What follows belongs to an exercise in optimizing a design on an open flow for small area and few clock cycles per item; a production flow would make more cautious choices.
The RTL was checked by simulation tests, not by an equivalence proof against the original design.
No activity file was given, so power comes from the tool's default toggle rates.

## lagoon
// threshold_outer_boundary_marker
module threshold_outer_boundary_marker (
  input  wire logic clk,
  input  wire logic rst_n,
  input  wire logic                           in_valid,
  output logic                                in_ready,
  input  wire logic [tobm_pkg::CH_W-1:0]      in_red,
  input  wire logic [tobm_pkg::CH_W-1:0]      in_green,
  input  wire logic [tobm_pkg::CH_W-1:0]      in_blue,
  input  wire logic                           in_flush,
  output logic                                out_valid,
  input  wire logic                           out_ready,
  output logic                                out_edge,
  output logic [tobm_pkg::COLUMN_W-1:0]       out_column,
  output logic                                out_frame_end,
  input  wire logic                           cfg_valid,
  output logic                                cfg_ready,
  input  wire logic [tobm_pkg::CFG_IDX_W-1:0]  cfg_index,
  input  wire logic [tobm_pkg::CFG_DATA_W-1:0] cfg_data
);
Size: about 1600 flip-flops, ~58 I/O pins.
==> flow/config.mk <==
export PLATFORM = sky130hd
export DESIGN_NAME = threshold_outer_boundary_marker
export DESIGN_NICKNAME = threshold_outer_boundary_marker
export VERILOG_FILES = /design/flow/design.v
export SDC_FILE = /design/flow/constraint.sdc
export NUM_CORES = 4
export LEC_CHECK = 0
export CAP_MARGIN = 35
export CORE_MARGIN = 2
export CORE_UTILIZATION = 40
export CTS_BUF_LIST = sky130_fd_sc_hd__clkbuf_8
export CTS_CLUSTER_DIAMETER = 50
export CTS_CLUSTER_SIZE = 16
export PLACE_DENSITY = 0.6
export SLEW_MARGIN = 45
==> flow/constraint.sdc <==
create_clock -name core_clock -period 8.0 [get_ports {clk}]
set_input_delay 1.6000 -clock core_clock [delete_from_list [all_inputs] [get_ports {clk}]]
set_output_delay 1.6000 -clock core_clock [all_outputs]
set_load 0.01 [all_outputs]
run.sh (not shown) runs the stock make flow with config.mk's settings and CLKGATE_MAP_FILE= SYNTH_SCRIPT=/design/flow/synth_recipe.tcl, a recipe that flattens the netlist after the stock synthesis.
Testbench counts of lagoon, summed over its fixed seeds: cycles 70,032, pixels 70,024.
What garnet does differently from lagoon at the input level:
Settings: changing CORE_UTILIZATION from 40 to 65; changing PLACE_DENSITY from 0.6 to 0.8.
### Flow results
- Compared with lagoon, in garnet number of buffer and inverter stages on the critical path moved up; clock-buffer cell count lost about 2.4%; final instance area went down by about 2%; die height decreased by about 21% relative to the old numbers; sequential share of layout area rose by 1.5 points.
- In the reports for lagoon and garnet, the larger number of placement rows belongs to lagoon.
- lagoon -> garnet: smallest hold slack flat
- Re utilization: lagoon was lower than garnet.
- The first-pass GRT wire length on lagoon is in line with that on garnet.
- Lower number of antenna violations at the first check in global routing among lagoon and garnet: lagoon

========
Another version of the RTL of threshold_outer_boundary_marker (not shown whole).
Size: about 1600 flip-flops, ~58 I/O pins.
clock: 8.0 ns
lec_check: 0
cap_margin: 35
core_margin: 2
core_utilization: 40
place_density: 0.6
slew_margin: 45
The first run completed without violations.
Testbench counts at the start, summed over its fixed seeds: cycles 70,032, pixels 70,024.
==> next run, changes <==
--- a/flow/config.mk
+++ b/flow/config.mk
@@ -9,4 +9,7 @@
 export CORE_MARGIN = 2
 export CORE_UTILIZATION = 40
+export CTS_BUF_LIST = sky130_fd_sc_hd__clkbuf_4
+export CTS_CLUSTER_DIAMETER = 30
+export CTS_CLUSTER_SIZE = 10
 export PLACE_DENSITY = 0.6
 export SLEW_MARGIN = 45
Result: The changed run passed the timing, DRC and antenna checks; sequential share of layout area climbs by 0.93 points; clock power drops by about 11%; synthesized area is unchanged; final area drops by about 1.1%.

========
## the previous run
Starting RTL as in the previous note.
clock: 8.0 ns
lec_check: 0
cap_margin: 35
core_margin: 2
core_utilization: 40
cts_buf_list: sky130_fd_sc_hd__clkbuf_8
cts_cluster_size: 40
place_density: 0.6
slew_margin: 45
The previous run finished every step from synthesis to the final layout, and the layout passed the timing, DRC and antenna checks.
Testbench counts of the previous run, summed over its fixed seeds: cycles 70,032, pixels 70,024.
The following lists how the current run was set up differently from the previous run:
- an added CTS_CLUSTER_DIAMETER of 60
- a change of CTS_CLUSTER_SIZE from 40 to 20
### Flow results
In the current run, combinational share of power is higher than in the previous run.
The current run vs the previous run — final area dropped by a few percent
The current run against the previous run: met2 track demand over resource in global routing -0.38 points, fmax -1.8%, setup slack -0.11 ns, routed wire length -4.6%, sequential cell area share +3.9 points.
When the current run is measured against the previous run, its number of antenna violations at the first check in global routing turns out 1 higher.
Status: sequential area share after synthesis parity (the previous run, the current run)

========
## run A
threshold_outer_boundary_marker, a different RTL version from the one above (not shown whole).
For scale: about 2400 cells after synthesis.
Settings: LEC_CHECK=0, CAP_MARGIN=35, CORE_MARGIN=2, CORE_UTILIZATION=65, CTS_BUF_LIST=sky130_fd_sc_hd__clkbuf_8, CTS_CLUSTER_DIAMETER=45, CTS_CLUSTER_SIZE=20, PLACE_DENSITY=0.8, SLEW_MARGIN=45, SYNTH_HIERARCHICAL=1, SYNTH_MINIMUM_KEEP_SIZE=0; clock period 8.0 ns.
standard.sh (not shown) runs the stock make flow with config.mk's settings and CLKGATE_MAP_FILE= SYNTH_SCRIPT=/design/flow/synth_recipe.tcl, a recipe that flattens the netlist after the stock synthesis.
==> flow/flow/run.sh <==
#!/bin/bash
# The standard layout (the standard.sh: ORFS synthesis to finish, same
# settings), except that the port buffers are the smallest buffer cell,
# buf_1, instead of the cell ORFS picks. Every port still gets its buffer.
set -euo pipefail
bash standard.sh 'BUFFER_PORTS_ARGS=-buffer_cell sky130_fd_sc_hd__buf_1' finish > standard.log 2>&1
Testbench counts of run A, summed over its fixed seeds: cycles 70,032, pixels 70,024.
What run B does differently from run A at the input level:
- a change of CTS_CLUSTER_DIAMETER from 45 to 50
- a change of CTS_CLUSTER_SIZE from 20 to 16
==> comparison <==
As of run B, finished layout cell area had fallen slightly compared to run A.
Run A → run B: total leakage power has decreased, post-layout net count has increased.
Input changes introduced in run C (baseline for comparison: run B):
- PLACE_DENSITY: 0.8 -> 0.75
- CORE_UTILIZATION: 65 -> 60
Non-clock buffer count for run C: about 1.5% up relative to run B. Cmp run C vs run B: required arrival time at the worst endpoint lower in run C. Comparing run B with run C, the share of the final layout cell area in sequential cells came out essentially unchanged. Clock buffer and inverter area fraction after layout was lower in run C than in run B. | final area | run C vs run B | ≈ equal |. The fraction of area in multi-input gates was comparable across run B and run C. Power of the combinational group delta (run C -> run B): insignificant.
What run D does differently from run C at the input level:
- a change of CORE_UTILIZATION from 60 to 65
- a change of CTS_CLUSTER_DIAMETER from 50 to 40
- a change of PLACE_DENSITY from 0.75 to 0.8
--- outcome ---
- Run D reached the end of the flow, and the finished layout is clean on the timing, DRC and antenna checks.
- Delta(length of routed met2 wiring, run D - run C) > 0
- Summary of the comparison: final design instance area without fill is higher in run D, relative to run C.
- Looking at initial detailed-routing violation count, run D sits 20% lower than run C does.
- Setup WNS run C -> run D: better

[separate check: timing with driven ports]
In the flow no input, the clock included, has a driving cell. The finished layouts below were timed again as built, in two steps.
Step 1, drivers: a clkbuf_16 drives clk and a buf_2 each remaining input, both assumed.
Step 2, shift: input delay + t, output delay - t, t = (earliest + latest rising clock arrival at the registers) / 2. This alone moves slack from input paths to output paths.
Slacks: ideal / step 1 / step 2; pairs: ideal / step 1.
run | t (ns) | setup slack, ns | worst setup path at the end
lagoon | 0.826 | 2.174 / 2.198 / 1.376 | input to register
garnet | 0.784 | 2.459 / 2.452 / 1.692 | input to register
the first run of note 2 | 0.786 | 2.132 / 2.176 / 1.390 | input to register
the second run of note 2 | 1.136 | 2.508 / 2.543 / 1.407 | input to register
the previous run | 0.921 | 2.274 / 2.311 / 1.389 | input to register
the current run | 0.793 | 2.168 / 2.204 / 1.411 | input to register
run A | 0.798 | 2.110 / 2.140 / 1.341 | input to register
run B | 0.784 | 2.054 / 2.084 / 1.301 | input to register
run C | 0.778 | 2.032 / 2.055 / 1.276 | input to register
run D | 0.794 | 2.088 / 2.118 / 1.324 | input to register
After both steps every run listed still meets setup and hold. The setup slack of the second run of note 2, which loses most, moves by +0.035 ns with the drivers and by -1.101 ns with both steps.
